Background: an optimization exercise with open tools, aiming at small area, a short achievable clock period and few clock cycles per item. Do not read the settings as production practice.
Where RTL was checked, it was by simulation tests only, not by an equivalence proof against the original.
The RTL of runs 2 to 7 was laid out without a check of its function.
Power is estimated from default activity; no workload was simulated.

==> config.mk <==
export PLATFORM = sky130hd
export DESIGN_NAME = segmented_sum_top3_tracker
export DESIGN_NICKNAME = segmented_sum_top3_tracker
export VERILOG_FILES = /design/flow/design.v
export SDC_FILE = /design/flow/constraint.sdc
export NUM_CORES = 4
export LEC_CHECK = 0
export ABC_CLOCK_PERIOD_IN_PS = 3000
export CAP_MARGIN = 20
export CORE_MARGIN = 8
export CORE_UTILIZATION = 40
export CTS_BUF_LIST = sky130_fd_sc_hd__clkbuf_4 sky130_fd_sc_hd__clkbuf_8
export SLEW_MARGIN = 20
==> flow/run.sh <==
#!/bin/bash
set -euo pipefail
MARGIN=${MARGIN:-5.6}
bash standard.sh synth > synth.log 2>&1
bash standard.sh SETUP_SLACK_MARGIN=$MARGIN finish > layout.log 2>&1
==> constraint.sdc <==
create_clock -name core_clock -period 9.0 [get_ports {clk_i}]
set_input_delay 1.8000 -clock core_clock [delete_from_list [all_inputs] [get_ports {clk_i}]]
set_output_delay 1.8000 -clock core_clock [all_outputs]
set_load 0.01 [all_outputs]
==> standard.sh <==
#!/bin/bash
# synth_recipe.tcl (not shown) runs the flow's synth.tcl, then flattens the netlist and writes it again
# the make line also repeats each setting of config.mk as NAME=value (left out here)
make -C /OpenROAD-flow-scripts/flow DESIGN_CONFIG=/design/flow/config.mk WORK_HOME=/design/flow/orfs CLKGATE_MAP_FILE= SYNTH_SCRIPT=/design/flow/synth_recipe.tcl "${@:-finish}"
==> design.v <==
package sst3_pkg;
  localparam int unsigned CharWidth    = 8;
  localparam int unsigned LargestWidth = 32;
  localparam int unsigned TopSumWidth  = 34;
  localparam int unsigned DigitWidth   = 4;
  localparam logic [CharWidth-1:0] CharZero    = 8'h30;
  localparam logic [CharWidth-1:0] CharNine    = 8'h39;
  localparam logic [CharWidth-1:0] CharNewline = 8'h0A;
endpackage
module sst3_add #(
  parameter int unsigned W    = 32,
  parameter int unsigned ARCH = 0,
  parameter bit          LATE = 1'b0
) (
  input  logic [W-1:0] a_i,
  input  logic [W-1:0] b_i,
  input  logic         c_i,
  output logic [W-1:0] s_o,
  output logic         c_o
);
  localparam int unsigned L = (W <= 2) ? 1 : (W <= 4) ? 2 : (W <= 8) ? 3 : (W <= 16) ? 4 :
                              (W <= 32) ? 5 : (W <= 64) ? 6 : 7;
  logic [W-1:0] p, g0;
  logic [W-1:0] gg [L+1];
  logic [W-1:0] pp [L+1];
  logic [W:0]   c;
  assign p  = a_i ^ b_i;
  assign g0 = a_i & b_i;
  always_comb begin
    gg[0] = g0;
    pp[0] = p;
    if (!LATE) gg[0][0] = g0[0] | (p[0] & c_i);
    for (int l = 1; l <= L; l++) begin
      gg[l] = gg[l-1];
      pp[l] = pp[l-1];
    end
    if (ARCH == 0) begin
      for (int l = 0; l < L; l++) begin
        for (int i = 0; i < W; i++) begin
          if ((i >> l) & 1) begin
            gg[l+1][i] = gg[l][i] | (pp[l][i] & gg[l][((i >> l) << l) - 1]);
            pp[l+1][i] = pp[l][i] & pp[l][((i >> l) << l) - 1];
          end else begin
            gg[l+1][i] = gg[l][i];
            pp[l+1][i] = pp[l][i];
          end
        end
      end
    end else if (ARCH == 1) begin
      for (int l = 0; l < L; l++) begin
        for (int i = 0; i < W; i++) begin
          if (((i + 1) % (2 << l)) == 0) begin
            gg[L][i] = gg[L][i] | (pp[L][i] & gg[L][i - (1 << l)]);
            pp[L][i] = pp[L][i] & pp[L][i - (1 << l)];
          end
        end
      end
      for (int l = L - 2; l >= 0; l--) begin
        for (int i = 0; i < W; i++) begin
          if (((i + 1) % (2 << l)) == (1 << l) && i >= (2 << l)) begin
            gg[L][i] = gg[L][i] | (pp[L][i] & gg[L][i - (1 << l)]);
            pp[L][i] = pp[L][i] & pp[L][i - (1 << l)];
          end
        end
      end
    end else begin
      for (int i = 1; i < W; i++) begin
        gg[L][i] = gg[L][i] | (pp[L][i] & gg[L][i-1]);
      end
    end
  end
  always_comb begin
    c[0] = c_i;
    for (int i = 0; i < W; i++) c[i+1] = LATE ? (gg[L][i] | (pp[L][i] & c_i)) : gg[L][i];
  end
  assign s_o = p ^ c[W-1:0];
  assign c_o = c[W];
endmodule
module segmented_sum_top3_tracker #(
  parameter int unsigned SUM_WIDTH = 32,
  parameter int unsigned TOP_COUNT = 3
) (
  input  logic                    clk_i,
  input  logic                    rst_ni,
  input  logic                    in_valid_i,
  output logic                    in_ready_o,
  input  logic [sst3_pkg::CharWidth-1:0]    in_char_i,
  input  logic                    in_eoi_i,
  output logic                    out_valid_o,
  input  logic                    out_ready_i,
  output logic [sst3_pkg::LargestWidth-1:0] out_largest_o,
  output logic [sst3_pkg::TopSumWidth-1:0]  out_top3_o,
  output logic                    out_closed_o
);
  localparam int unsigned SW     = 32;
  localparam int unsigned ARCH_L = 0;
  localparam int unsigned ARCH_G = 0;
  localparam int unsigned ARCH_D = 0;
  localparam int unsigned ARCH_S = 0;
  function automatic logic gt_tree(input logic [SW-1:0] a, input logic [SW-1:0] b);
    logic [SW-1:0] g, t;
    g = a & ~b;
    t = a | ~b;
    for (int w = SW / 2; w >= 1; w = w / 2) begin
      for (int i = 0; i < w; i++) begin
        g[i] = g[2*i+1] | (t[2*i+1] & g[2*i]);
        t[i] = g[2*i+1] | (t[2*i+1] & t[2*i]);
      end
    end
    gt_tree = g[0];
  endfunction
  typedef struct packed {
    logic       eoi;
    logic       dig;
    logic       nl;
    logic [3:0] d;
  } byte_t;
  byte_t in_dec;
  assign in_dec.eoi = in_eoi_i;
  assign in_dec.dig = !in_eoi_i && (in_char_i[7:4] == 4'h3) && (!in_char_i[3] || (in_char_i[2:1] == 2'b00));
  assign in_dec.nl  = !in_eoi_i && (in_char_i == sst3_pkg::CharNewline);
  assign in_dec.d   = in_char_i[3:0];
  logic  adv;
  logic  v1, vs;
  logic  v2, c2, i2;
  logic  v3, c3, i3;
  logic  v4, c4;
  byte_t b1, bs;
  logic  acc;
  assign adv        = !v4 || out_ready_i;
  assign in_ready_o = !vs;
  assign acc        = in_valid_i && !vs;
  always_ff @(posedge clk_i or negedge rst_ni) begin
    if (!rst_ni) begin
      v1 <= 1'b0;
      vs <= 1'b0;
    end else begin
      if (adv || !v1) v1 <= vs || acc;
      vs <= !adv && (vs || (v1 && acc));
    end
  end
  always_ff @(posedge clk_i) begin
    if (adv || !v1) b1 <= vs ? bs : in_dec;
    if (!vs) bs <= in_dec;
  end
  logic [SW-1:0] line_q, group_q, group_in;
  logic          has_q, gz_q;
  logic          a1;
  logic          line_end, close_grp, ins_grp;
  logic [SW-1:0] line_ten, line_sat;
  logic          line_ovf;
  logic [4:0]    line_lo;
  logic [SW-5:0] line_hi;
  logic [SW-1:0] group_add;
  logic          group_cy;
  logic [SW-1:0] group_sat;
  assign a1        = adv && v1;
  assign line_end  = b1.nl || b1.eoi;
  assign close_grp = b1.eoi || (b1.nl && !has_q);
  assign ins_grp   = close_grp && (has_q || !gz_q);
  assign line_lo = {1'b0, line_q[0], 3'b000} + {1'b0, line_q[2:0], 1'b0} + {1'b0, b1.d};
  sst3_add #(.W(SW-4), .ARCH(ARCH_L), .LATE(1'b1)) u_line_add (
    .a_i(line_q[SW-4:1]), .b_i(line_q[SW-2:3]), .c_i(line_lo[4]), .s_o(line_hi), .c_o()
  );
  assign line_ten = {line_hi, line_lo[3:0]};
  assign line_ovf = gt_tree(line_q, 32'd429496729) || ((line_q == 32'd429496729) && (b1.d > 4'd5));
  assign line_sat = line_ovf ? '1 : line_ten;
  assign group_in = gz_q ? '0 : group_q;
  sst3_add #(.W(SW), .ARCH(ARCH_G)) u_group_add (
    .a_i(group_in), .b_i(line_q), .c_i(1'b0), .s_o(group_add), .c_o(group_cy)
  );
  assign group_sat = group_cy ? '1 : group_add;
  always_ff @(posedge clk_i or negedge rst_ni) begin
    if (!rst_ni) begin
      line_q  <= '0;
      has_q   <= 1'b0;
      gz_q    <= 1'b1;
    end else if (a1) begin
      if (b1.dig) begin
        line_q <= line_sat;
        has_q  <= 1'b1;
      end else if (line_end) begin
        line_q <= '0;
        has_q  <= 1'b0;
      end
      if (close_grp) gz_q <= 1'b1;
      else if (line_end && has_q) gz_q <= 1'b0;
    end
  end
  always_ff @(posedge clk_i) begin
    if (a1 && line_end && has_q) group_q <= group_sat;
  end
  always_ff @(posedge clk_i or negedge rst_ni) begin
    if (!rst_ni) begin
      v2 <= 1'b0;
      c2 <= 1'b0;
      i2 <= 1'b0;
      v3 <= 1'b0;
      c3 <= 1'b0;
      i3 <= 1'b0;
      v4 <= 1'b0;
    end else if (adv) begin
      v2 <= v1;
      c2 <= v1 && close_grp;
      i2 <= v1 && ins_grp;
      v3 <= v2;
      c3 <= c2;
      i3 <= i2;
      v4 <= v3;
    end
  end
  always_ff @(posedge clk_i) begin
    if (adv) c4 <= c3;
  end
  logic [SW-1:0] top0_q, top1_q, top2_q;
  logic [SW+1:0] sum_q;
  logic [SW-1:0] diff_d, diff_q;
  logic          gt0_d, gt0_q, gt1_q, gt2_q;
  sst3_add #(.W(SW), .ARCH(ARCH_D)) u_diff_add (
    .a_i(group_q), .b_i(~top0_q), .c_i(1'b0), .s_o(diff_d), .c_o(gt0_d)
  );
  always_ff @(posedge clk_i) begin
    diff_q <= diff_d;
    gt0_q  <= gt0_d;
    gt1_q  <= gt_tree(group_q, top1_q);
    gt2_q  <= gt_tree(group_q, top2_q);
  end
  logic [SW+1:0] sum_new;
  sst3_add #(.W(SW+2), .ARCH(ARCH_S)) u_sum_add (
    .a_i(sum_q), .b_i({2'b00, diff_q}), .c_i(1'b1), .s_o(sum_new), .c_o()
  );
  always_ff @(posedge clk_i or negedge rst_ni) begin
    if (!rst_ni) begin
      top0_q <= '0;
      top1_q <= '0;
      top2_q <= '0;
      sum_q  <= '0;
    end else if (adv && i3 && gt0_q) begin
      top2_q <= gt2_q ? group_q : top2_q;
      top1_q <= gt2_q ? top2_q : (gt1_q ? group_q : top1_q);
      top0_q <= gt1_q ? top1_q : group_q;
      sum_q  <= sum_new;
    end
  end
  assign out_valid_o   = v4;
  assign out_largest_o = top2_q;
  assign out_top3_o    = sum_q;
  assign out_closed_o  = c4;
endmodule
==> results.sh, run 1 <==
export IMPL_status="timing/DRC/antenna clean"
export IMPL_first_global_vias=12000
export IMPL_fin_skew_ns=0.0180
export IMPL_grt_usage=0.162
export IMPL_cts_buffer_depth=3
export IMPL_dpl_hpwl_um=26900
export IMPL_critPathSlowestCell="clkdlybuf4s50_1"
export IMPL_synthesis_area_um2=15800
export IMPL_combPwrFrac=0.535
export IMPL_r2r_end="sum_q[32]"
export IMPL_synthTopCellsByCount="209 x nand2_1, 172 x dfrtp_1, 168 x o21ai_0"
export IMPL_start_kind="flip-flop"
export IMPL_numCtsBuffers=46
export IMPL_cts_root_buf="clkbuf_8"
export IMPL_use_met2=0.274
export IMPL_overflow=0
export IMPL_route_detailed_drc=0
export IMPL_placed_cells=2226
export IMPL_ys_warn_count=10
export IMPL_arrival_ns=1.57
export IMPL_rows=72
export IMPL_synth_avg_cell_area_um2=9.45
export IMPL_hold_slack_ns=0.449
export IMPL_yosys_top_cells_area="dfrtp_1 27%, ha_1 9.8%, edfxtp_1 7.6%, dfxtp_1 5.3%, o21ai_0 5.3%"
export IMPL_async_flop_share=0.678
export IMPL_die_width_um=215
export IMPL_syn_num_nets=1825
export IMPL_yosys_area_top_type="dfrtp_1"
export IMPL_grt_busiest_layer="met2"
export IMPL_reg2regPathDepth=16
export IMPL_vias=12200
export IMPL_grt_pass1_wl_um=62700
export IMPL_maxCapViolations=0
export IMPL_core_area_um2=38800
export IMPL_slowest_delay_ns=0.54
export IMPL_seqCellArea_um2=6410
export IMPL_ir_drop_mv=0.113
export IMPL_min_delay_start="c3"
export IMPL_clock_latency_ns=0.57
export IMPL_critPathBufInv=2
export IMPL_grt_max_degree=67
export IMPL_finalCriticalPeriod_ns=3.37
export IMPL_place_congestion=0.838
export IMPL_ant_nets=0
export IMPL_drtPass1Iterations=5
export IMPL_start_util=0.406
export IMPL_cp_end_kind="output pin"
export IMPL_hold_depth=0
export IMPL_min_period_over_period=0.374
export IMPL_hold_path_class="reg2reg"
export IMPL_fin_cells=2345
export IMPL_post_route_util=0.481
export IMPL_final_nets=1943
export IMPL_first_iter_violations=633
export IMPL_crit_chain="buf_4 -> clkdlybuf4s50_1"
export IMPL_finalPower_mw=7.25
export IMPL_setup_tns_ns=0
export IMPL_max_freq_ghz=0.297
export IMPL_area_growth_pct=18.4
export IMPL_synth_seq_cells=255
export IMPL_antenna_found_initial=0
export IMPL_p_sw_frac=0.421
export IMPL_seqPwrFrac=0.310
export IMPL_cp_max_fo=3
export IMPL_synth_top_area_frac=0.273
export IMPL_avgViaCountPerCell=5.20
export IMPL_wirelength_um=38300
export IMPL_slew_violations=0
export IMPL_rsz0062_at_grt="true"
export IMPL_cts_sinks=255
export IMPL_path_clk_slew_ns=0.06
export IMPL_p_int_mw=4.20
export IMPL_final_area_um2=18700
export IMPL_yosys_cell_count_top_type="nand2_1"
export IMPL_dpl_cell_area_um2=17100
export IMPL_worst_slack_ns=5.63
export IMPL_io_pins=82
export IMPL_max_slew_margin=0.464
export IMPL_power_density_nw_per_um2=388
export IMPL_power_net_switching_mw=3.05
export IMPL_yosysSeqAreaShare=0.404
export IMPL_r2r_slack_ns=5.67
export IMPL_crit_type="reg2out"
export IMPL_use_met1=0.208
export IMPL_setup_violations=0
export IMPL_p_clk_frac=0.155
export IMPL_drive_gt1_frac=0.119
export IMPL_synth_cell_types=79
export IMPL_p_leak_nw=8.73
export IMPL_synthFlopType="dfrtp_1"
export IMPL_worst_pin_slew_ns=0.804
export IMPL_floorplan_die_height_um=215
export IMPL_use_met3=0.0289
export IMPL_fp_dieArea_um2=46100
export IMPL_synth_edf_count=40
export IMPL_crit_required_ns=7.20
export IMPL_cts_htree_levels=2
export IMPL_synth_cells=1670
export IMPL_hold_end="c4"
export IMPL_portBuffers=81
export IMPL_nFillCells=3601
export IMPL_reg2reg_from="sum_q[0]"
export IMPL_wl_per_cell_um=16.3
export IMPL_crit_family="buffers and inverters"
export IMPL_multi_input_area_um2=9020
export IMPL_cts_tree="done"
export IMPL_finalHoldViolCount=0
export IMPL_place_ws_ns=4.09
[power by group through the flow]
stage	Combinational (mW)	Clock, mW	Sequential [mW]
2_1_floorplan	2.72	0	2.13
3_3_place_gp	3.54	0	2.27
3_5_place_dp	3.65	0	2.28
4_1_cts	3.80	1.16	2.25
5_1_grt	4.40	1.21	2.32
6_report	3.88	1.12	2.25
[layout by cell type (no fill, tap or decap), types with 28 or more instances in the layout]
cell / netlist / final
nand2_1: 209 / 208
o21ai_0: 168 / 164
dfrtp_1: 172 / 148
ha_1: 124 / 122
inv_1: 120 / 118
a21oi_1: 110 / 107
mux2i_1: 64 / 64
nor2_1: 64 / 63
clkdlybuf4s50_1: 0 / 60
clkbuf_8: 0 / 51
xnor2_1: 49 / 49
maj3_1: 49 / 49
xor2_1: 44 / 43
a21o_1: 42 / 42
edfxtp_1: 40 / 40
dfxtp_1: 42 / 40
nor2b_1: 33 / 31
buf_4: 1 / 30
nand2b_1: 28 / 28
a31oi_1: 29 / 28
[cell type report]
cell class / count / area share
Clock buffer: 72 / 0.0460
Antenna cell: 1 / 0.000134
Tap cell: 518 / 0.0347
Clock inverter: 14 / 0.00502
Timing Repair Buffer: 120 / 0.0639
Sequential cell: 255 / 0.343
Inverter: 120 / 0.0242
Multi-Input combinational cell: 1245 / 0.483
[cell families (layout without fill, tap and decap cells)]
kind of cell,count (synthesis),count (layout),synth area share
AO/OA/AOI/OAI,446,446,0.170
XOR/XNOR,93,93,0.0516
adder cells (fa/ha/maj),191,191,0.152
buffers and inverters,174,326,0.0418
flip-flops,255,255,0.404
multiplexers,80,80,0.0520
other,0,1,0
AND/OR/NAND/NOR,431,435,0.128
[registers in the layout, indices dropped and copies added, names as in the netlist, 7 cells and up]
signal / count
line_q: 32
top0_q: 32
bs: 7
sum_q: 34
b1: 7
top2_q: 32
top1_q: 32
group_q: 32
diff_q: 32
[repair_timing]
item,in CTS,in global routing
cloned,4,2
setup buffers,14,12
hold buffers,0,0
pin swaps,11,10
setup endpoints to repair,211,61
gates resized for setup,66,36
[worst max path at each step]
stage | from | to | cells after the start
6_report | sum_q[0] | out_top3_o[0] | 2
5_1_grt | sum_q[0] | sum_q[32] | 16
4_1_cts | sum_q[0] | sum_q[32] | 16
3_5_place_dp | out_ready_i | top2_q[23] | 6
3_3_place_gp | out_ready_i | top2_q[0] | 6
2_1_floorplan | out_ready_i | group_q[0] | 7
[layer usage]
metal	routed length, um	share of wire	up-vias
met1	17600	0.46	5746
met5	0	0	-
met3	1310	0.034	77
met2	18300	0.48	178
met4	1140	0.030	0
li1	-	-	6183
Testbench counts, summed over its fixed seeds: cycles 50,275, items 50,243.
==> inputs of run 2 (changes only) <==
--- a/design.v
+++ b/design.v
@@ -20,4 +20,3 @@
 );
-  localparam int unsigned L = (W <= 2) ? 1 : (W <= 4) ? 2 : (W <= 8) ? 3 : (W <= 16) ? 4 :
-                              (W <= 32) ? 5 : (W <= 64) ? 6 : 7;
+  localparam int unsigned L = $clog2(W);
   logic [W-1:0] p, g0;
==> run 2 against run 1 <==
Compared with the run above: critical path type unchanged; still clean on timing, DRC and antenna; core utilization unchanged; register-to-register slack is essentially flat; clock skew did not move; synthesized cell count stayed put; sequential cell count unchanged; worst setup slack is the same; count of clock-buffer cells in the layout unchanged.
==> results.sh, run 2 <==
export IMPL_hold_path_class="reg2reg"
export IMPL_final_common_cell="nand2_1"
export IMPL_synthTopCellsByCount="209 x nand2_1, 172 x dfrtp_1, 168 x o21ai_0"
export IMPL_slew_violations=0
export IMPL_fin_skew_ns=0.0180
export IMPL_cts_root_buf="clkbuf_8"
export IMPL_seqCellArea_um2=6410
export IMPL_cp_end_kind="output pin"
export IMPL_portBuffers=81
export IMPL_wirelength_um=38300
export IMPL_floorplan_die_height_um=215
export IMPL_nFillCells=3601
export IMPL_crit_required_ns=7.20
export IMPL_vias=12200
export IMPL_path_clk_slew_ns=0.06
export IMPL_finalCriticalPeriod_ns=3.37
export IMPL_maxCapViolations=0
export IMPL_worst_pin_slew_ns=0.804
export IMPL_ant_nets=0
export IMPL_startpoint="sum_q[0]"
export IMPL_min_delay_start="c3"
export IMPL_dpl_hpwl_um=26900
export IMPL_cts_htree_levels=2
export IMPL_power_density_nw_per_um2=388
export IMPL_rows=72
export IMPL_core_area_um2=38800
export IMPL_route_detailed_drc=0
export IMPL_status="timing/DRC/antenna clean"
export IMPL_die_width_um=215
export IMPL_numCtsBuffers=46
export IMPL_cts_sinks=255
export IMPL_syn_num_nets=1825
export IMPL_cts_tree="done"
export IMPL_yosys_top_cells_area="dfrtp_1 27%, ha_1 9.8%, edfxtp_1 7.6%, dfxtp_1 5.3%, o21ai_0 5.3%"
export IMPL_layout_common_cells="208 x nand2_1, 164 x o21ai_0, 148 x dfrtp_1"
export IMPL_setup_tns_ns=0
export IMPL_ir_drop_mv=0.113
export IMPL_synth_cell_types=79
export IMPL_synth_avg_cell_area_um2=9.45
export IMPL_largest_reg_flops=34
export IMPL_reg2reg_from="sum_q[0]"
export IMPL_start_kind="flip-flop"
export IMPL_synth_seq_cells=255
export IMPL_first_global_vias=12000
export IMPL_start_util=0.406
export IMPL_antenna_found_initial=0
export IMPL_async_flop_share=0.678
export IMPL_max_slew_margin=0.464
export IMPL_synthFlopType="dfrtp_1"
export IMPL_grt_usage=0.162
export IMPL_synth_top_area_frac=0.273
export IMPL_yosys_area_top_type="dfrtp_1"
export IMPL_avgViaCountPerCell=5.20
export IMPL_fp_dieArea_um2=46100
export IMPL_area_growth_pct=18.4
export IMPL_setup_violations=0
export IMPL_p_leak_nw=8.73
export IMPL_clock_latency_ns=0.57
export IMPL_cp_max_fo=3
export IMPL_synthesis_area_um2=15800
export IMPL_multi_input_area_um2=9020
export IMPL_final_area_um2=18700
export IMPL_grt_pass1_wl_um=62700
export IMPL_yosys_cell_count_top_type="nand2_1"
export IMPL_hold_slack_ns=0.449
export IMPL_ys_warn_count=10
export IMPL_finalHoldViolCount=0
export IMPL_dpl_cell_area_um2=17100
export IMPL_overflow=0
export IMPL_io_pins=82
export IMPL_crit_type="reg2out"
export IMPL_final_nets=1943
export IMPL_synth_edf_count=40
export IMPL_finalPower_mw=7.25
export IMPL_synth_cells=1670
export IMPL_drive_gt1_frac=0.119
export IMPL_cts_buffer_depth=3
export IMPL_wl_per_cell_um=16.3
export IMPL_rsz0062_at_grt="true"
export IMPL_min_period_over_period=0.374
export IMPL_max_freq_ghz=0.297
export IMPL_drtPass1Iterations=5
export IMPL_max_flop_register="sum_q"
export IMPL_grt_max_degree=67
export IMPL_arrival_ns=1.57
export IMPL_first_iter_violations=633
export IMPL_yosysSeqAreaShare=0.404
export IMPL_place_congestion=0.838
-- run 2: repair_timing --
action                     4_1_cts  5_1_grt
hold buffers                     0        0
gates cloned                     4        2
resized for setup               66       36
pin swaps                       11       10
setup buffers                   14       12
setup endpoints to repair      211       61
-- run 2: layer usage --
| layer | part of all wire | vias to the layer above | GRT usage |
|---|---|---|---|
| met5 | 0 | - | 0 |
| met4 | 0.030 | 0 | 0.0542 |
| met3 | 0.034 | 77 | 0.0289 |
| met2 | 0.48 | 178 | 0.274 |
| met1 | 0.46 | 5746 | 0.208 |
| li1 | - | 6183 | - |
-- run 2: where the power goes --
part | internal, mW | leakage, nW | total (mW) | switching [mW]
Sequential | 1.73 | 2.89 | 2.25 | 0.521
Combinational | 1.84 | 5.32 | 3.88 | 2.05
Clock | 0.636 | 0.509 | 1.12 | 0.487
Total | 4.20 | 8.73 | 7.25 | 3.05
-- run 2: final timing paths --
check                                endpoint  slack [ns]  depth (start not counted)
worst max-delay path            out_top3_o[0]        5.63                          2
max in group asynchronous          top2_q[25]        6.46                          2
min in group asynchronous            sum_q[5]        1.22                          1
worst min-delay path                       c4        0.45                          0
worst min register to register             c4        0.45                          0
worst max register to register      sum_q[32]        5.67                         16
-- run 2: cell families after synthesis --
kind of cell	synth area share
xor gates and xnor gates	0.0516
and+or+nand+nor	0.128
DFF	0.404
muxes	0.0520
adders and majority gates	0.152
AOI/OAI and AO/OA	0.170
buffers and inverters	0.0418
-- run 2: stage by stage --
| step | setup slack, ns | util | std cells |
|---|---|---|---|
| after CTS | 5.59 | 0.474 | 2330 |
| after global routing | 5.53 | 0.481 | 2344 |
| final | 5.63 | 0.481 | 2345 |
| after floorplan | 5.51 | - | 1670 |
| after detailed placement | 4.09 | 0.442 | 2226 |
| after global placement | 4.20 | 0.442 | 2226 |
-- run 2: final cells by class --
type / instances / share of cell area
repair buffers: 120 / 0.0639
multi-input cells: 1245 / 0.483
diodes: 1 / 0.000134
clock inverters: 14 / 0.00502
clock buffers: 72 / 0.0460
inverters: 120 / 0.0242
well taps: 518 / 0.0347
flip-flops and latches: 255 / 0.343
-- run 2: critical path, cell delays in order, from the launching register on --
cell and delay (ns):
dfrtp_1 0.36, buf_4 0.12, clkdlybuf4s50_1 0.54
==> inputs of run 3 (changes only) <==
--- a/flow/run.sh
+++ b/flow/run.sh
@@ -2,3 +2,3 @@
 set -euo pipefail
-MARGIN=${MARGIN:-5.6}
+MARGIN=${MARGIN:-6.0}
 bash standard.sh synth > synth.log 2>&1
==> run 3 against run 2 <==
Compared with the run above: total power is 8.0% higher; global-route usage rose by 0.86 points; sequential share of layout area is 1.9 points lower; core utilization grew 2.8 points; design area up 5.9%; final cell count is 3.9% higher; clock skew rose by 0.0091 ns; die area did not move; area after synthesis unchanged; clock power rose by 5%; largest power group unchanged.
==> results.sh, run 3 <==
export IMPL_setup_violations=0
export IMPL_cp_max_fo=8
export IMPL_die_width_um=215
export IMPL_fin_skew_ns=0.0271
export IMPL_io_pins=82
export IMPL_cts_sinks=255
export IMPL_finalHoldViolCount=0
export IMPL_place_congestion=0.836
export IMPL_synthMuxAreaShare=0.0520
export IMPL_power_density_nw_per_um2=396
export IMPL_route_detailed_drc=0
export IMPL_overflow=0
export IMPL_max_flop_register="sum_q"
export IMPL_rows=72
export IMPL_crit_required_ns=9.34
export IMPL_drive_gt1_frac=0.231
export IMPL_hold_path_class="reg2reg"
export IMPL_min_period_over_period=0.367
export IMPL_wl_per_cell_um=16.6
export IMPL_core_area_um2=38800
export IMPL_first_global_vias=12600
export IMPL_layout_common_cells="191 x nand2_1, 152 x dfrtp_1, 142 x o21ai_0"
export IMPL_start_util=0.406
export IMPL_grt_usage=0.171
export IMPL_placed_cells=2225
export IMPL_wirelength_um=40500
export IMPL_grt_max_degree=78
export IMPL_yosys_area_share_adder=0.152
export IMPL_area_growth_pct=25.4
export IMPL_drtPass1Iterations=5
export IMPL_async_flop_share=0.678
export IMPL_final_common_cell="nand2_1"
export IMPL_grt_pass1_wl_um=65300
export IMPL_cts_hold_buf=0
export IMPL_synth_xor_area_frac=0.0516
export IMPL_status="timing/DRC/antenna clean"
export IMPL_cts_root_buf="clkbuf_8"
export IMPL_avgViaCountPerCell=5.16
export IMPL_synthesis_area_um2=15800
export IMPL_final_nets=2037
export IMPL_yosysSeqAreaShare=0.404
export IMPL_floorplan_die_height_um=215
export IMPL_synth_compound_area_share=0.170
export IMPL_p_leak_nw=9.38
export IMPL_synth_edf_count=40
export IMPL_nFillCells=3558
export IMPL_synth_cell_types=79
export IMPL_synth_seq_cells=255
export IMPL_numCtsBuffers=46
export IMPL_syn_num_nets=1825
export IMPL_ir_drop_mv=0.111
export IMPL_synth_top_area_frac=0.273
export IMPL_dpl_hpwl_um=26800
export IMPL_start_kind="flip-flop"
export IMPL_synthFlopType="dfrtp_1"
export IMPL_fp_dieArea_um2=46100
export IMPL_vias=12600
export IMPL_synth_simple_gate_area_share=0.128
export IMPL_setup_tns_ns=0
export IMPL_antenna_found_initial=0
export IMPL_arrival_ns=3.64
export IMPL_ant_nets=0
export IMPL_r2r_slack_ns=5.70
export IMPL_synth_cells=1670
export IMPL_slew_violations=0
export IMPL_synth_avg_cell_area_um2=9.45
export IMPL_yosys_cell_count_top_type="nand2_1"
export IMPL_crit_type="reg2reg"
export IMPL_ys_warn_count=10
export IMPL_max_slew_margin=0.486
export IMPL_clock_latency_ns=0.60
export IMPL_synth_top_family_by_area="compound AO/OA/AOI/OAI gates"
export IMPL_synthTopCellsByCount="209 x nand2_1, 172 x dfrtp_1, 168 x o21ai_0"
export IMPL_first_iter_violations=697
export IMPL_largest_reg_flops=34
export IMPL_cts_htree_levels=2
export IMPL_yosys_top_cells_area="dfrtp_1 27%, ha_1 9.8%, edfxtp_1 7.6%, dfxtp_1 5.3%, o21ai_0 5.3%"
export IMPL_cts_buffer_depth=3
export IMPL_path_clk_slew_ns=0.06
export IMPL_yosys_area_top_type="dfrtp_1"
export IMPL_fin_cells=2437
export IMPL_cts_tree="done"
export IMPL_portBuffers=81
export IMPL_maxCapViolations=0
export IMPL_max_freq_ghz=0.303
export IMPL_rsz0062_at_grt="true"
export IMPL_worst_pin_slew_ns=0.760
export IMPL_diodes=0
export IMPL_seqCellArea_um2=6400
export IMPL_cp_end_kind="flip-flop"
export IMPL_finalCriticalPeriod_ns=3.30
export IMPL_multi_input_area_um2=9400
run 3: cell counts after synthesis:
Identical to the previous run, type by type.
run 3: stage by stage:
| step | worst slack [ns] | area [um^2] | util | hold WS, ns | power, mW |
|---|---|---|---|---|---|
| 3_3_place_gp | 4.48 | 17200 | 0.444 | 0.441 | 5.84 |
| 2_1_floorplan | 5.51 | 16000 | - | 0.425 | 4.92 |
| 6_report | 5.70 | 19800 | 0.509 | 0.453 | 7.83 |
| 4_1_cts | 5.73 | 19200 | 0.494 | 0.455 | 7.57 |
| 5_1_grt | 5.58 | 19800 | 0.509 | 0.476 | 8.53 |
| 3_5_place_dp | 4.40 | 17200 | 0.444 | 0.441 | 5.95 |
run 3: worst paths after layout:
check,depth (start not counted),end,from
worst max-delay path,13,group_q[23],gz_q
worst min-delay path,0,c4,c3
worst max register to register,13,group_q[23],gz_q
worst min register to register,0,c4,c3
max in group asynchronous,2,line_q[1],rst_ni
min in group asynchronous,1,sum_q[2],rst_ni
run 3: layout make-up:
cell class | count | share of cell area
Clock buffer | 76 | 0.0475
Inverter | 120 | 0.0230
Tap cell | 518 | 0.0328
Sequential cell | 255 | 0.324
Clock inverter | 9 | 0.00361
Timing Repair Buffer | 215 | 0.0943
Multi-Input combinational cell | 1244 | 0.475
run 3: power breakdown:
group | switching (mW) | internal [mW] | total (mW) | leakage, nW
clock network | 0.491 | 0.686 | 1.18 | 0.533
registers | 0.447 | 1.73 | 2.17 | 2.90
logic | 2.33 | 2.16 | 4.48 | 5.95
run 3: kinds of logic after synthesis:
| logic type | count (synthesis) |
|---|---|
| AOI/OAI and AO/OA | 446 |
| xor gates and xnor gates | 93 |
| adders and majority gates | 191 |
| buffers and inverters | 174 |
| DFF | 255 |
| muxes | 80 |
| and+or+nand+nor | 431 |
run 3: per-layer routing:
layer	GRT usage	vias up	routed length (um)
met5	0	-	0
met2	0.283	226	19000
met4	0.0676	0	1580
met3	0.0396	92	1950
li1	-	6351	-
met1	0.213	5909	18000
run 3: worst max-delay path: stages (launching register included):
cell and delay, ns:
dfstp_4 0.68, buf_12 0.15, nor2b_1 0.06, ha_1 0.22, or3_4 0.40, o22a_1 0.23
a31o_2 0.27, a41oi_4 0.22, o31ai_4 0.08, a21o_1 0.20, a21oi_4 0.15, buf_12 0.15
clkbuf_16 0.17, nand2_2 0.05
run 3: what timing repair did:
item,in CTS,in global routing
pin swaps,21,38
setup buffers,101,16
endpoints found under the setup margin,303,126
resized for setup,382,89
gates cloned,5,5
==> inputs of run 4 (changes only) <==
--- a/flow/run.sh
+++ b/flow/run.sh
@@ -2,3 +2,3 @@
 set -euo pipefail
-MARGIN=${MARGIN:-6.0}
+MARGIN=${MARGIN:-6.5}
 bash standard.sh synth > synth.log 2>&1
==> run 4 against run 3 <==
Compared with the run above: via count rose by 5.1%; global-route usage rose by 1.3 points; critical path depth rose by 3; non-clock buffer count rose by 79; design area rose by 9.8%; sequential cell count did not move; core utilization rose by 5.0 points; total power rose by 12%; clock power barely moved.
==> results.sh, run 4 <==
export IMPL_status="timing/DRC/antenna clean"
export IMPL_wirelength_um=45000
export IMPL_die_width_um=215
export IMPL_largest_reg_flops=34
export IMPL_hold_end="c4"
export IMPL_setup_tns_ns=0
export IMPL_cp_max_fo=12
export IMPL_post_route_util=0.559
export IMPL_cts_tree="done"
export IMPL_r2r_end="group_q[17]"
export IMPL_fin_skew_ns=0.0307
export IMPL_synth_top_area_frac=0.273
export IMPL_first_iter_violations=581
export IMPL_grt_max_degree=68
export IMPL_diodes=0
export IMPL_start_kind="flip-flop"
export IMPL_synth_seq_cells=255
export IMPL_maxCapViolations=0
export IMPL_cts_buffer_depth=3
export IMPL_grt_pass1_wl_um=69700
export IMPL_area_growth_pct=37.7
export IMPL_crit_type="reg2reg"
export IMPL_cts_htree_levels=2
export IMPL_min_delay_start="c3"
export IMPL_rows=72
export IMPL_reg2reg_from="gz_q"
export IMPL_r2r_slack_ns=5.65
export IMPL_synthesis_area_um2=15800
export IMPL_cts_sinks=255
export IMPL_async_flop_share=0.678
export IMPL_grt_usage=0.184
export IMPL_first_global_vias=13200
export IMPL_yosys_area_top_type="dfrtp_1"
export IMPL_worst_pin_slew_ns=0.921
export IMPL_route_detailed_drc=0
export IMPL_critPathSlowestCell="dfstp_4"
export IMPL_clock_latency_ns=0.62
export IMPL_hold_depth=0
export IMPL_numCtsBuffers=47
export IMPL_dpl_hpwl_um=26700
export IMPL_power_density_nw_per_um2=405
export IMPL_finalHoldViolCount=0
export IMPL_hold_path_class="reg2reg"
export IMPL_vias=13200
export IMPL_synthTopCellsByCount="209 x nand2_1, 172 x dfrtp_1, 168 x o21ai_0"
export IMPL_synth_edf_count=40
export IMPL_portBuffers=81
export IMPL_crit_family="compound AO/OA/AOI/OAI gates"
export IMPL_nFillCells=3278
export IMPL_final_common_cell="nand2_1"
export IMPL_start_util=0.406
export IMPL_arrival_ns=3.70
export IMPL_ant_nets=0
export IMPL_synth_cell_types=79
export IMPL_slew_violations=0
export IMPL_ir_drop_mv=0.155
export IMPL_io_pins=82
export IMPL_cts_root_buf="clkbuf_8"
export IMPL_finalCriticalPeriod_ns=3.35
export IMPL_max_freq_ghz=0.299
export IMPL_synth_avg_cell_area_um2=9.45
export IMPL_reg2regPathDepth=16
export IMPL_rsz0062_at_grt="true"
export IMPL_finalPower_mw=8.79
export IMPL_floorplan_die_height_um=215
export IMPL_drtPass1Iterations=5
export IMPL_critPathBufInv=5
export IMPL_antenna_found_initial=0
export IMPL_avgViaCountPerCell=5.24
export IMPL_fin_cells=2524
export IMPL_crit_chain="buf_8 -> buf_12 -> buf_4 -> nor2_1 -> ha_1 -> nand3_2 -> nor2_1 -> a32oi_1 -> nand3_2 -> a41oi_4 -> o31ai_4 -> a21o_1 -> a21oi_4 -> buf_12 -> clkbuf_16 -> nand2_1"
export IMPL_ys_warn_count=10
export IMPL_place_congestion=0.826
export IMPL_synth_cells=1670
export IMPL_fp_dieArea_um2=46100
export IMPL_core_area_um2=38800
export IMPL_path_clk_slew_ns=0.06
export IMPL_placed_cells=2225
export IMPL_yosys_top_cells_area="dfrtp_1 27%, ha_1 9.8%, edfxtp_1 7.6%, dfxtp_1 5.3%, o21ai_0 5.3%"
export IMPL_p_leak_nw=10.2
export IMPL_synthFlopType="dfrtp_1"
export IMPL_slowest_delay_ns=0.64
export IMPL_yosysSeqAreaShare=0.404
export IMPL_final_nets=2123
export IMPL_cp_end_kind="flip-flop"
export IMPL_wl_per_cell_um=17.8
export IMPL_syn_num_nets=1825
export IMPL_max_flop_register="sum_q"
export IMPL_min_period_over_period=0.372
export IMPL_layout_common_cells="173 x nand2_1, 146 x dfrtp_1, 140 x buf_4"
export IMPL_drive_gt1_frac=0.330
export IMPL_setup_violations=0
export IMPL_yosys_cell_count_top_type="nand2_1"
export IMPL_max_slew_margin=0.386
export IMPL_overflow=0
export IMPL_crit_required_ns=9.35
[run 4: changes by cell type in the layout (fill, tap and decap cells not counted), moves of 12 or more]
cell	previous run	this run
o21ai_0	142	83
nand2_4	5	17
buf_2	47	32
o21ai_2	12	41
buf_4	109	140
buf_6	33	80
o21ai_1	15	45
nand2_1	191	173
[run 4: final cells by class]
cell class / count / area, um^2 / area share
Sequential cell: 255 / 6410 / 0.295
Tap cell: 518 / 648 / 0.0298
Timing Repair Buffer: 294 / 2910 / 0.134
Clock buffer: 79 / 950 / 0.0437
Inverter: 120 / 464 / 0.0214
Clock inverter: 8 / 61.3 / 0.00282
Multi-Input combinational cell: 1250 / 10300 / 0.473
[run 4: per-layer routing]
metal | GRT usage | vias up | share of wire
met4 | 0.0791 | 0 | 0.038
met3 | 0.0348 | 101 | 0.041
met1 | 0.220 | 6337 | 0.42
li1 | - | 6553 | -
met5 | 0 | - | 0
met2 | 0.319 | 233 | 0.50
[run 4: cells by family (layout without fill, tap and decap cells)]
group,after synthesis,count (layout),share of synthesized area
fa+ha+maj,191,191,0.152
compound gates,446,446,0.170
xor+xnor,93,93,0.0516
buf+inv,174,501,0.0418
flops,255,255,0.404
mux,80,80,0.0520
simple gates,431,440,0.128
[run 4: stage by stage]
step,hold slack [ns],setup WS (ns),instance area (um^2)
2_1_floorplan,0.425,5.51,16200
5_1_grt,0.473,5.63,21700
6_report,0.455,5.65,21700
3_5_place_dp,0.443,4.37,17300
3_3_place_gp,0.441,4.46,17300
4_1_cts,0.457,5.75,20600
[run 4: worst max path at each step]
stage | start | to | cells past startpoint
finish | gz_q | group_q[17] | 16
floorplan | out_ready_i | group_q[0] | 7
global route | gz_q | group_q[20] | 15
detailed placement | out_ready_i | sum_q[28] | 8
CTS | gz_q | group_q[6] | 13
global placement | out_ready_i | sum_q[28] | 8
[run 4: timing repair]
| action | in CTS | in global routing |
|---|---|---|
| gates resized for setup | 554 | 219 |
| pin swaps | 81 | 118 |
| buffers inserted | 155 | 35 |
| endpoints found under the setup margin | 391 | 326 |
| hold buffers | 0 | 0 |
| gates cloned | 14 | 8 |
[run 4: report_power, final]
group / leakage, nW / internal (mW) / switching, mW / total [mW]
Sequential: 2.89 / 1.73 / 0.477 / 2.21
Clock: 0.546 / 0.690 / 0.495 / 1.18
Combinational: 6.77 / 2.71 / 2.70 / 5.40
Total: 10.2 / 5.13 / 3.67 / 8.79
==> inputs of run 5 (changes only) <==
==> run.sh (new file) <==
#!/bin/bash
# synth_recipe.tcl (not shown) runs the flow's synth.tcl, then flattens the netlist and writes it again
# the make line also repeats each setting of config.mk as NAME=value (left out here)
make -C /OpenROAD-flow-scripts/flow DESIGN_CONFIG=/design/flow/config.mk WORK_HOME=/design/flow/orfs CLKGATE_MAP_FILE= SYNTH_SCRIPT=/design/flow/synth_recipe.tcl finish
--- a/config.mk
+++ b/config.mk
@@ -11,3 +11,3 @@
 export CORE_UTILIZATION = 40
-export CTS_BUF_LIST = sky130_fd_sc_hd__clkbuf_4 sky130_fd_sc_hd__clkbuf_8
+export SETUP_SLACK_MARGIN = 5
 export SLEW_MARGIN = 20
removed: flow/run.sh
removed: standard.sh
==> run 5 against run 4 <==
Compared with the run above: via count decreased by 10%; sequential cell count unchanged; worst setup slack got worse by 0.46 ns; critical endpoint is now top2_q[24]; core utilization decreased by 9.0 points; combinational power decreased by 32%; largest cell class unchanged; clock skew decreased by 0.023 ns; total power decreased by 19%; non-clock buffer count decreased by 201; critical path depth decreased by 9; routed wire length decreased by 20%; still clean on timing, DRC and antenna; final cell count decreased by 9.4%.
==> results.sh, run 5 <==
export IMPL_avgViaCountPerCell=5.18
export IMPL_reg2reg_from="gz_q"
export IMPL_hold_path_class="reg2reg"
export IMPL_yosys_top_cells_area="dfrtp_1 27%, ha_1 9.8%, edfxtp_1 7.6%, dfxtp_1 5.3%, o21ai_0 5.3%"
export IMPL_setup_violations=0
export IMPL_cts_hold_buf=0
export IMPL_finalHoldViolCount=0
export IMPL_synth_edf_count=40
export IMPL_max_flop_register="sum_q"
export IMPL_first_iter_violations=699
export IMPL_r2r_slack_ns=5.22
export IMPL_syn_num_nets=1825
export IMPL_start_util=0.406
export IMPL_overflow=0
export IMPL_synthFlopType="dfrtp_1"
export IMPL_synth_cell_types=79
export IMPL_crit_end="top2_q[24]"
export IMPL_p_sw_frac=0.413
export IMPL_diodes=0
export IMPL_final_common_cell="nand2_1"
export IMPL_finalCriticalPeriod_ns=3.81
export IMPL_portBuffers=81
export IMPL_path_clk_slew_ns=0.06
export IMPL_synthesis_area_um2=15800
export IMPL_p_leak_nw=8.47
export IMPL_rows=72
export IMPL_ir_drop_mv=0.147
export IMPL_cts_htree_levels=1
export IMPL_yosysSeqAreaShare=0.404
export IMPL_ys_warn_count=10
export IMPL_arrival_ns=4.26
export IMPL_place_congestion=0.839
export IMPL_cp_max_fo=53
export IMPL_slew_violations=0
export IMPL_first_global_vias=11800
export IMPL_min_period_over_period=0.423
export IMPL_seqPwrFrac=0.316
export IMPL_nFillCells=3656
export IMPL_cts_sinks=255
export IMPL_io_pins=82
export IMPL_area_growth_pct=15.7
export IMPL_startpoint="out_ready_i"
export IMPL_layout_common_cells="209 x nand2_1, 172 x dfrtp_1, 167 x o21ai_0"
export IMPL_synth_seq_cells=255
export IMPL_fin_skew_ns=0.00797
export IMPL_route_detailed_drc=0
export IMPL_worst_pin_slew_ns=0.857
export IMPL_setup_tns_ns=0
export IMPL_die_width_um=215
export IMPL_cts_buffer_depth=3
export IMPL_crit_required_ns=9.46
export IMPL_fp_dieArea_um2=46100
export IMPL_cts_root_buf="clkbuf_16"
export IMPL_worst_slack_ns=5.19
export IMPL_numCtsBuffers=31
export IMPL_p_int_mw=4.20
export IMPL_vias=11800
export IMPL_rsz0062_at_grt="true"
export IMPL_wl_per_cell_um=15.8
export IMPL_r2r_end="group_q[14]"
export IMPL_p_clk_frac=0.175
export IMPL_grt_max_degree=77
export IMPL_power_net_switching_mw=2.96
export IMPL_cts_tree="done"
export IMPL_place_ws_ns=4.18
export IMPL_antenna_found_initial=0
export IMPL_largest_reg_flops=34
export IMPL_grt_pass1_wl_um=60600
export IMPL_dpl_hpwl_um=26600
export IMPL_cp_end_kind="flip-flop"
export IMPL_wirelength_um=36000
export IMPL_grt_usage=0.155
export IMPL_yosys_area_top_type="dfrtp_1"
export IMPL_max_slew_margin=0.427
export IMPL_status="timing/DRC/antenna clean"
export IMPL_ant_nets=0
export IMPL_yosys_cell_count_top_type="nand2_1"
export IMPL_drtPass1Iterations=4
export IMPL_drive_gt1_frac=0.0617
export IMPL_core_area_um2=38800
export IMPL_reg2regPathDepth=13
export IMPL_start_kind="input pin"
export IMPL_power_density_nw_per_um2=392
export IMPL_synthTopCellsByCount="209 x nand2_1, 172 x dfrtp_1, 168 x o21ai_0"
export IMPL_synth_cells=1670
export IMPL_clock_latency_ns=0.58
export IMPL_combPwrFrac=0.510
export IMPL_max_freq_ghz=0.263
export IMPL_synth_top_area_frac=0.273
export IMPL_async_flop_share=0.678
export IMPL_synth_avg_cell_area_um2=9.45
export IMPL_crit_type="in2reg"
export IMPL_final_nets=1898
export IMPL_maxCapViolations=0
export IMPL_floorplan_die_height_um=215
## run 5: cell counts after synthesis
Identical to the previous run, type by type.
## run 5: per-stage QoR
step | instance area (um^2) | std cells | utilization | hold slack, ns | total power, mW
detailed placement | 17100 | 2226 | 0.442 | 0.446 | 5.92
global route | 18200 | 2286 | 0.470 | 0.486 | 7.84
CTS | 18200 | 2286 | 0.469 | 0.460 | 7.23
finish | 18200 | 2286 | 0.470 | 0.459 | 7.16
global placement | 17100 | 2226 | 0.442 | 0.441 | 5.80
floorplan | 15800 | 1670 | - | 0.425 | 4.85
## run 5: layer usage
| metal | vias up | share of wire | wire (um) | GRT usage |
|---|---|---|---|---|
| met5 | - | 0 | 0 | 0 |
| met4 | 0 | 0.031 | 1120 | 0.0498 |
| met3 | 69 | 0.034 | 1220 | 0.0255 |
| met2 | 152 | 0.47 | 16800 | 0.263 |
| met1 | 5566 | 0.47 | 16900 | 0.200 |
| li1 | 6061 | - | - | - |
## run 5: how the worst min path moves through the flow
stage	slack, ns	to	cells after the start	from
CTS	0.46	v4	1	v3
detailed placement	0.45	v4	1	v3
finish	0.46	v4	1	v3
global route	0.49	c4	0	c3
floorplan	0.42	c4	0	c3
global placement	0.44	c4	0	c3
## run 5: final cells by class
type / instances / area, um^2 / area share
timing repair buffer: 93 / 913 / 0.0501
inverter: 120 / 450 / 0.0247
sequential: 255 / 6380 / 0.350
clock inverter: 15 / 145 / 0.00795
clock buffer: 43 / 892 / 0.0489
multi-input combinational: 1242 / 8820 / 0.483
tap: 518 / 648 / 0.0355
## run 5: timing repair
item / 4_1_cts / 5_1_grt
buffers inserted: 1 / 0
gates resized for setup: 4 / 5
pin swaps: 1 / 0
setup endpoints to repair: 38 / 26
cloned: 1 / 0
## run 5: kinds of logic (layout without fill, tap and decap cells)
logic type | Yosys count | after routing | share of synthesized area
adder cells (fa/ha/maj) | 191 | 191 | 0.152
AND/OR/NAND/NOR | 431 | 432 | 0.128
buffers and inverters | 174 | 271 | 0.0418
AO/OA/AOI/OAI | 446 | 446 | 0.170
XOR/XNOR | 93 | 93 | 0.0516
flip-flops | 255 | 255 | 0.404
multiplexers | 80 | 80 | 0.0520
## run 5: power by group through the flow
stage | Combinational (mW) | Sequential [mW] | Clock, mW
2_1_floorplan | 2.72 | 2.13 | 0
3_3_place_gp | 3.52 | 2.28 | 0
3_5_place_dp | 3.63 | 2.29 | 0
4_1_cts | 3.68 | 2.27 | 1.29
5_1_grt | 4.17 | 2.34 | 1.33
6_report | 3.65 | 2.26 | 1.25
## run 5: critical path, stage by stage
cell,delay [ns]
clkdlybuf4s50_1,0.41
nor2b_2,0.31
inv_2,0.23
and3_1,0.47
nand2_1,0.16
buf_4,0.45
mux2_2,0.40
==> inputs of run 6 (changes only) <==
--- a/config.mk
+++ b/config.mk
@@ -11,2 +11,3 @@
 export CORE_UTILIZATION = 40
+export CTS_BUF_LIST = sky130_fd_sc_hd__clkbuf_4 sky130_fd_sc_hd__clkbuf_8
 export SETUP_SLACK_MARGIN = 5
==> run 6 against run 5 <==
Compared with the run above: still clean on timing, DRC and antenna; sequential share of layout area rose by 0.14 points; critical path depth stayed put; register-to-register slack about the same; synthesized cell count stayed put; final cell count up 1.3%; via count up 0.82%; die area did not move; sequential cell count unchanged; largest cell class unchanged.
==> results.sh, run 6 <==
export IMPL_worst_pin_slew_ns=0.861
export IMPL_synth_xor_area_frac=0.0516
export IMPL_place_ws_ns=4.18
export IMPL_overflow=0
export IMPL_yosys_top_cells_area="dfrtp_1 27%, ha_1 9.8%, edfxtp_1 7.6%, dfxtp_1 5.3%, o21ai_0 5.3%"
export IMPL_cts_buffer_depth=3
export IMPL_cp_end_kind="flip-flop"
export IMPL_ir_drop_mv=0.119
export IMPL_cts_htree_levels=2
export IMPL_synthFlopType="dfrtp_1"
export IMPL_hold_slack_ns=0.461
export IMPL_min_period_over_period=0.422
export IMPL_synth_cell_types=79
export IMPL_max_flop_register="sum_q"
export IMPL_hold_depth=2
export IMPL_antenna_found_initial=0
export IMPL_grt_pass1_wl_um=61100
export IMPL_start_kind="input pin"
export IMPL_area_growth_pct=15.2
export IMPL_syn_num_nets=1825
export IMPL_avgViaCountPerCell=5.16
export IMPL_wirelength_um=36500
export IMPL_synth_simple_gate_area_share=0.128
export IMPL_worst_slack_ns=5.20
export IMPL_vias=11900
export IMPL_setup_violations=0
export IMPL_drive_gt1_frac=0.0768
export IMPL_reg2regPathDepth=13
export IMPL_arrival_ns=4.27
export IMPL_cts_root_buf="clkbuf_8"
export IMPL_cts_sinks=255
export IMPL_finalPower_mw=7.05
export IMPL_start_util=0.406
export IMPL_ant_nets=0
export IMPL_post_route_util=0.468
export IMPL_cts_hold_buf=0
export IMPL_reg2reg_from="gz_q"
export IMPL_p_leak_nw=8.48
export IMPL_yosys_area_share_adder=0.152
export IMPL_crit_type="in2reg"
export IMPL_largest_reg_flops=34
export IMPL_first_iter_violations=659
export IMPL_async_flop_share=0.678
export IMPL_final_common_cell="nand2_1"
export IMPL_synthMuxAreaShare=0.0520
export IMPL_first_global_vias=12000
export IMPL_rows=72
export IMPL_synthTopCellsByCount="209 x nand2_1, 172 x dfrtp_1, 168 x o21ai_0"
export IMPL_layout_common_cells="209 x nand2_1, 172 x dfrtp_1, 167 x o21ai_0"
export IMPL_rsz0062_at_grt="true"
export IMPL_status="timing/DRC/antenna clean"
export IMPL_cts_tree="done"
export IMPL_max_slew_margin=0.424
export IMPL_yosysSeqAreaShare=0.404
export IMPL_maxCapViolations=0
export IMPL_portBuffers=81
export IMPL_floorplan_die_height_um=215
export IMPL_wl_per_cell_um=15.8
export IMPL_path_clk_slew_ns=0.06
export IMPL_numCtsBuffers=47
export IMPL_nFillCells=3698
export IMPL_grt_usage=0.158
export IMPL_die_width_um=215
export IMPL_synth_top_area_frac=0.273
export IMPL_hold_path_class="reg2reg"
export IMPL_yosys_cell_count_top_type="nand2_1"
export IMPL_yosys_area_top_type="dfrtp_1"
export IMPL_synth_edf_count=40
export IMPL_clock_latency_ns=0.60
export IMPL_power_density_nw_per_um2=388
export IMPL_synth_cells=1670
export IMPL_setup_tns_ns=0
export IMPL_synth_seq_cells=255
export IMPL_synthesis_area_um2=15800
export IMPL_place_congestion=0.839
export IMPL_dpl_hpwl_um=26600
export IMPL_finalHoldViolCount=0
export IMPL_synth_top_family_by_area="compound AO/OA/AOI/OAI gates"
export IMPL_grt_max_degree=77
export IMPL_ys_warn_count=10
export IMPL_fp_dieArea_um2=46100
export IMPL_min_delay_start="v3"
export IMPL_route_detailed_drc=0
export IMPL_max_freq_ghz=0.263
export IMPL_drtPass1Iterations=5
export IMPL_startpoint="out_ready_i"
export IMPL_final_nets=1914
export IMPL_synth_avg_cell_area_um2=9.45
export IMPL_fin_skew_ns=0.0236
export IMPL_io_pins=82
export IMPL_core_area_um2=38800
export IMPL_cp_max_fo=53
export IMPL_finalCriticalPeriod_ns=3.80
export IMPL_diodes=0
export IMPL_slew_violations=0
export IMPL_synth_compound_area_share=0.170
export IMPL_crit_required_ns=9.47
==> run 6: cell counts after synthesis <==
Identical to the previous run, type by type.
==> run 6: final timing paths <==
kind                          endpoint  slack, ns
min                                 v3       0.46
max in group asynchronous   line_q[19]       6.56
max reg2reg                group_q[14]       5.22
max                         top2_q[21]       5.20
min in group asynchronous     sum_q[1]       1.25
min reg2reg                         v3       0.46
==> run 6: layer usage <==
| metal | vias up | track usage | share of wire |
|---|---|---|---|
| met5 | - | 0 | 0 |
| met4 | 0 | 0.0558 | 0.028 |
| met3 | 71 | 0.0330 | 0.040 |
| met2 | 186 | 0.263 | 0.46 |
| met1 | 5596 | 0.201 | 0.47 |
| li1 | 6092 | - | - |
==> run 6: critical path, cell delays in order <==
cell and delay, ns:
clkdlybuf4s50_1 0.41, nor2b_2 0.31, inv_2 0.23, and3_1 0.46, nand2_1 0.16, buf_4 0.44, mux2_2 0.40
==> run 6: cells by family after synthesis <==
group | Yosys count
buffers and inverters | 174
xor gates and xnor gates | 93
DFF | 255
muxes | 80
AOI/OAI and AO/OA | 446
adders and majority gates | 191
and+or+nand+nor | 431
==> run 6: final cells by class <==
type                            count  area, um^2  area share
Timing Repair Buffer               93         913      0.0503
Multi-Input combinational cell   1242        8820       0.485
Inverter                          120         450      0.0248
Clock buffer                       78         930      0.0511
Clock inverter                      9        36.3     0.00200
Tap cell                          518         648      0.0357
Sequential cell                   255        6380       0.351
==> run 6: timing repair <==
action                                  in CTS  in global routing
endpoints found under the setup margin      38                 27
setup buffers                                1                  0
pin swaps                                    1                  0
resized for setup                            4                  5
cloned                                       1                  0
==> run 6: per-stage QoR <==
stage / area (um^2) / std cells
floorplan: 15800 / 1670
global placement: 17100 / 2226
detailed placement: 17100 / 2226
CTS: 18100 / 2315
global route: 18200 / 2315
finish: 18200 / 2315
==> run 6: power breakdown <==
group	switching (mW)	total (mW)	leakage (nW)	internal, mW
logic	1.92	3.65	5.03	1.74
clock network	0.485	1.13	0.520	0.647
registers	0.544	2.26	2.92	1.72
total	2.95	7.05	8.48	4.10
==> inputs of run 7 (changes only) <==
==> flow/run.sh (new file) <==
#!/bin/bash
set -euo pipefail
MARGIN=6.0
PORT_BUF=sky130_fd_sc_hd__buf_2
CTS="-sink_clustering_enable -repair_clock_nets -sink_clustering_size 30 -sink_clustering_max_diameter 80 -buf_list {sky130_fd_sc_hd__clkbuf_8 sky130_fd_sc_hd__clkbuf_16} -dont_use_dummy_load"
bash standard.sh synth > synth.log 2>&1
bash standard.sh "SETUP_SLACK_MARGIN=$MARGIN" "BUFFER_PORTS_ARGS=-buffer_cell $PORT_BUF" "CTS_ARGS=$CTS" finish > layout.log 2>&1
==> standard.sh (new file) <==
#!/bin/bash
# synth_recipe.tcl (not shown) runs the flow's synth.tcl, then flattens the netlist and writes it again
# the make line also repeats each setting of config.mk as NAME=value (left out here)
make -C /OpenROAD-flow-scripts/flow DESIGN_CONFIG=/design/flow/config.mk WORK_HOME=/design/flow/orfs CLKGATE_MAP_FILE= SYNTH_SCRIPT=/design/flow/synth_recipe.tcl "${@:-finish}"
--- a/config.mk
+++ b/config.mk
@@ -11,4 +11,2 @@
 export CORE_UTILIZATION = 40
-export CTS_BUF_LIST = sky130_fd_sc_hd__clkbuf_4 sky130_fd_sc_hd__clkbuf_8
-export SETUP_SLACK_MARGIN = 5
 export SLEW_MARGIN = 20
removed: run.sh
==> run 7 against run 6 <==
Compared with the run above: register-to-register slack improved by 0.51 ns; sequential power is essentially flat; non-clock buffer count rose by 45; via count up 0.77%; first-iteration DRC count rose by 12%; largest power group unchanged.
==> results.sh, run 7 <==
export IMPL_nFillCells=3599
export IMPL_synth_avg_cell_area_um2=9.45
export IMPL_worst_pin_slew_ns=1.00
export IMPL_slowest_delay_ns=0.70
export IMPL_cts_buffer_depth=3
export IMPL_final_common_cell="nand2_1"
export IMPL_die_width_um=215
export IMPL_io_pins=82
export IMPL_grt_busiest_layer="met2"
export IMPL_p_leak_nw=8.59
export IMPL_synth_edf_count=40
export IMPL_status="timing/DRC/antenna clean"
export IMPL_start_util=0.406
export IMPL_numCtsBuffers=18
export IMPL_synth_top_area_frac=0.273
export IMPL_yosys_area_top_type="dfrtp_1"
export IMPL_cts_sinks=255
export IMPL_min_period_over_period=0.363
export IMPL_finalCriticalPeriod_ns=3.27
export IMPL_synth_seq_cells=255
export IMPL_async_flop_share=0.678
export IMPL_first_global_vias=11900
export IMPL_use_met2=0.272
export IMPL_route_detailed_drc=0
export IMPL_largest_reg_flops=34
export IMPL_r2r_end="group_q[14]"
export IMPL_yosysSeqAreaShare=0.404
export IMPL_cts_root_buf="clkbuf_16"
export IMPL_cts_tree="done"
export IMPL_cts_htree_levels=1
export IMPL_wirelength_um=38300
export IMPL_portBuffers=81
export IMPL_rsz0062_at_grt="true"
export IMPL_area_growth_pct=16.3
export IMPL_finalHoldViolCount=0
export IMPL_use_met3=0.0240
export IMPL_crit_end="group_q[14]"
export IMPL_setup_tns_ns=0
export IMPL_max_freq_ghz=0.306
export IMPL_synthTopCellsByCount="209 x nand2_1, 172 x dfrtp_1, 168 x o21ai_0"
export IMPL_ant_nets=0
export IMPL_core_area_um2=38800
export IMPL_cp_end_kind="flip-flop"
export IMPL_power_density_nw_per_um2=386
export IMPL_yosys_top_cells_area="dfrtp_1 27%, ha_1 9.8%, edfxtp_1 7.6%, dfxtp_1 5.3%, o21ai_0 5.3%"
export IMPL_dpl_hpwl_um=26900
export IMPL_slew_violations=0
export IMPL_critPathSlowestCell="dfstp_4"
export IMPL_arrival_ns=3.50
export IMPL_drive_gt1_frac=0.176
export IMPL_wl_per_cell_um=16.7
export IMPL_crit_type="reg2reg"
export IMPL_path_clk_slew_ns=0.10
export IMPL_cp_max_fo=14
export IMPL_startpoint="gz_q"
export IMPL_ys_warn_count=10
export IMPL_place_congestion=0.830
export IMPL_setup_violations=0
export IMPL_crit_chain="buf_6 -> buf_12 -> nor2_1 -> ha_1 -> a21o_1 -> a21oi_2 -> o21bai_1 -> a21o_1 -> a21oi_2 -> o31ai_4 -> a21o_4 -> a21oi_4 -> buf_12 -> o21ai_1"
export IMPL_reg2reg_from="gz_q"
export IMPL_drtPass1Iterations=5
export IMPL_vias=12000
export IMPL_max_slew_margin=0.333
export IMPL_hold_path_class="reg2reg"
export IMPL_maxCapViolations=0
export IMPL_rows=72
export IMPL_max_flop_register="sum_q"
export IMPL_avgViaCountPerCell=5.25
export IMPL_layout_common_cells="191 x nand2_1, 158 x dfrtp_1, 143 x o21ai_0"
export IMPL_grt_usage=0.161
export IMPL_floorplan_die_height_um=215
export IMPL_final_nets=1933
export IMPL_reg2regPathDepth=14
export IMPL_ir_drop_mv=0.138
export IMPL_clock_latency_ns=0.52
export IMPL_r2r_slack_ns=5.73
export IMPL_use_met1=0.214
export IMPL_crit_required_ns=9.23
export IMPL_overflow=0
export IMPL_fp_dieArea_um2=46100
export IMPL_synth_cells=1670
export IMPL_synthFlopType="dfrtp_1"
export IMPL_synthesis_area_um2=15800
export IMPL_synth_cell_types=79
export IMPL_syn_num_nets=1825
export IMPL_grt_pass1_wl_um=62500
export IMPL_yosys_cell_count_top_type="nand2_1"
export IMPL_diodes=0
export IMPL_fin_skew_ns=0.0354
export IMPL_first_iter_violations=737
export IMPL_start_kind="flip-flop"
export IMPL_post_route_util=0.472
export IMPL_antenna_found_initial=0
export IMPL_grt_max_degree=70
[run 7: where the power goes]
group | internal (mW) | switching, mW | leakage (nW) | total [mW]
Clock | 0.356 | 0.390 | 0.222 | 0.746
Sequential | 1.72 | 0.526 | 2.91 | 2.25
Combinational | 1.91 | 2.18 | 5.47 | 4.09
[run 7: kinds of logic after synthesis]
family                     share of synthesized area
buffers and inverters                         0.0418
adders and majority gates                      0.152
muxes                                         0.0520
xor gates and xnor gates                      0.0516
DFF                                            0.404
AOI/OAI and AO/OA                              0.170
and+or+nand+nor                                0.128
[run 7: worst min path at each step]
stage,cells past startpoint,to,from
3_5_place_dp,0,c4,c3
5_1_grt,0,c4,c3
2_1_floorplan,0,c4,c3
4_1_cts,0,c4,c3
6_report,1,sum_q[33],sum_q[33]
3_3_place_gp,0,c4,c3
[run 7: routing by layer]
layer	wire, um	share of wire
met5	0	0
met2	18300	0.48
met1	17700	0.46
met4	814	0.021
met3	1400	0.037
[run 7: final cells by class]
class                      count  area [um^2]  share of cell area
multi-input combinational   1245         9400               0.513
sequential                   255         6400               0.349
timing repair buffer         138          990              0.0540
tap                          518          648              0.0353
inverter                     120          457              0.0249
clock buffer                  18          450              0.0246
[run 7: per-stage QoR]
| step | hold slack, ns | cells | cell area [um^2] | total power [mW] | setup slack [ns] |
|---|---|---|---|---|---|
| floorplan | 0.425 | 1670 | 16000 | 4.92 | 5.51 |
| detailed placement | 0.442 | 2223 | 16800 | 5.81 | 4.62 |
| CTS | 0.466 | 2278 | 17800 | 6.81 | 5.76 |
| global route | 0.489 | 2294 | 18300 | 7.74 | 5.61 |
| finish | 0.456 | 2294 | 18300 | 7.08 | 5.73 |
| global placement | 0.437 | 2223 | 16800 | 5.70 | 4.69 |
[run 7: critical path, delay by kind of cell (launching register included)]
kind	cells	cell delay, ns
AOI/OAI and AO/OA	9	1.47
buffers and inverters	3	0.43
and+or+nand+nor	1	0.06
adders and majority gates	1	0.31
DFF	1	0.70
[run 7: repair_timing]
item | 4_1_cts | 5_1_grt
gates resized for setup | 55 | 99
setup buffers | 33 | 14
hold buffers | 0 | 0
cloned | 4 | 2
pin swaps | 25 | 32
setup endpoints to repair | 194 | 129
==> inputs of run 8 (changes only) <==
--- a/design.v
+++ b/design.v
@@ -20,3 +20,4 @@
 );
-  localparam int unsigned L = $clog2(W);
+  localparam int unsigned L = (W <= 2) ? 1 : (W <= 4) ? 2 : (W <= 8) ? 3 : (W <= 16) ? 4 :
+                              (W <= 32) ? 5 : (W <= 64) ? 6 : 7;
   logic [W-1:0] p, g0;
==> run 8 against run 7 <==
Compared with the run above: still clean; die area did not move; fmax did not move; synthesized cell count did not move; clock skew did not move; routed wire length did not move; worst setup slack did not move; design area did not move; via count did not move; register-to-register slack barely moved; critical path depth did not move; area after synthesis did not move.
==> results.sh, run 8 <==
export IMPL_status="timing/DRC/antenna clean"
export IMPL_finalCriticalPeriod_ns=3.27
export IMPL_clock_latency_ns=0.52
export IMPL_synthesis_area_um2=15800
export IMPL_cp_max_fo=14
export IMPL_synth_cell_types=79
export IMPL_io_pins=82
export IMPL_yosys_area_top_type="dfrtp_1"
export IMPL_grt_max_degree=70
export IMPL_grt_usage=0.161
export IMPL_antenna_found_initial=0
export IMPL_first_global_vias=11900
export IMPL_maxCapViolations=0
export IMPL_yosys_top_cells_area="dfrtp_1 27%, ha_1 9.8%, edfxtp_1 7.6%, dfxtp_1 5.3%, o21ai_0 5.3%"
export IMPL_worst_pin_slew_ns=1.00
export IMPL_portBuffers=81
export IMPL_rsz0062_at_grt="true"
export IMPL_fin_skew_ns=0.0354
export IMPL_min_period_over_period=0.363
export IMPL_core_area_um2=38800
export IMPL_cp_end_kind="flip-flop"
export IMPL_ir_drop_mv=0.138
export IMPL_syn_num_nets=1825
export IMPL_start_util=0.406
export IMPL_max_freq_ghz=0.306
export IMPL_cts_htree_levels=1
export IMPL_floorplan_die_height_um=215
export IMPL_path_clk_slew_ns=0.10
export IMPL_wl_per_cell_um=16.7
export IMPL_crit_type="reg2reg"
export IMPL_min_delay_start="sum_q[33]"
export IMPL_synthTopCellsByCount="209 x nand2_1, 172 x dfrtp_1, 168 x o21ai_0"
export IMPL_setup_violations=0
export IMPL_grt_pass1_wl_um=62500
export IMPL_final_common_cell="nand2_1"
export IMPL_synth_edf_count=40
export IMPL_reg2reg_from="gz_q"
export IMPL_setup_tns_ns=0
export IMPL_wirelength_um=38300
export IMPL_diodes=0
export IMPL_rows=72
export IMPL_arrival_ns=3.50
export IMPL_dpl_hpwl_um=26900
export IMPL_numCtsBuffers=18
export IMPL_crit_required_ns=9.23
export IMPL_yosys_cell_count_top_type="nand2_1"
export IMPL_cts_tree="done"
export IMPL_die_width_um=215
export IMPL_area_growth_pct=16.3
[run 8: cell counts in the layout (fill, tap and decap cells not counted)]
Identical to the previous run, type by type.
[run 8: timing repair]
| action | CTS | global route |
|---|---|---|
| endpoints found under the setup margin | 194 | 129 |
| hold buffers | 0 | 0 |
| resized for setup | 55 | 99 |
| pin swaps | 25 | 32 |
| gates cloned | 4 | 2 |
| buffers inserted | 33 | 14 |
[run 8: worst paths after layout]
kind                                     to  slack [ns]  depth (start not counted)
worst max-delay path            group_q[14]        5.73                         14
worst min-delay path              sum_q[33]        0.46                          1
worst max register to register  group_q[14]        5.73                         14
worst min register to register    sum_q[33]        0.46                          1
max in group asynchronous        top2_q[15]        6.42                          2
min in group asynchronous          sum_q[3]        1.30                          1
[run 8: layout make-up]
type,count,area [um^2]
clock buffer,18,450
inverter,120,457
fill,3599,20500
timing repair buffer,138,990
tap,518,648
multi-input combinational,1245,9400
sequential,255,6400
[run 8: kinds of logic after synthesis]
family	after synthesis	synth area share
and+or+nand+nor	431	0.128
buffers and inverters	174	0.0418
muxes	80	0.0520
adders and majority gates	191	0.152
DFF	255	0.404
AOI/OAI and AO/OA	446	0.170
xor gates and xnor gates	93	0.0516
[run 8: metrics by stage]
| step | instances | utilization | total power, mW | setup slack (ns) | cell area (um^2) |
|---|---|---|---|---|---|
| after detailed placement | 2223 | 0.433 | 5.81 | 4.62 | 16800 |
| after floorplan | 1670 | - | 4.92 | 5.51 | 16000 |
| after CTS | 2278 | 0.458 | 6.81 | 5.76 | 17800 |
| final | 2294 | 0.472 | 7.08 | 5.73 | 18300 |
| after global placement | 2223 | 0.433 | 5.70 | 4.69 | 16800 |
| after global routing | 2294 | 0.472 | 7.74 | 5.61 | 18300 |
[run 8: routing by layer]
layer	up-vias	track usage	part of all wire
li1	6105	-	-
met1	5714	0.214	0.46
met2	172	0.272	0.48
met3	46	0.0240	0.037
met4	0	0.0384	0.021
met5	-	0	0
[run 8: power by group]
group	leakage, nW	internal (mW)	total, mW	switching, mW
sequential	2.91	1.72	2.25	0.526
combinational	5.47	1.91	4.09	2.18
clock	0.222	0.356	0.746	0.390
[run 8: worst max-delay path, stage by stage, from the launching register on]
cell,delay [ns]
dfstp_4,0.70
buf_6,0.12
buf_12,0.13
nor2_1,0.06
ha_1,0.31
a21o_1,0.21
a21oi_2,0.18
o21bai_1,0.08
a21o_1,0.19
a21oi_2,0.18
o31ai_4,0.10
a21o_4,0.24
a21oi_4,0.22
buf_12,0.18
o21ai_1,0.07
Testbench counts of run 8, summed over its fixed seeds: cycles 50,275, items 50,243.

Setup slack of run 8, layout unchanged: 5.730 ns with ideal ports, 5.730 ns with driving cells assumed (clock clkbuf_16, inputs buf_2), 5.574 ns with port delays also shifted by the 0.552 ns mid clock arrival.
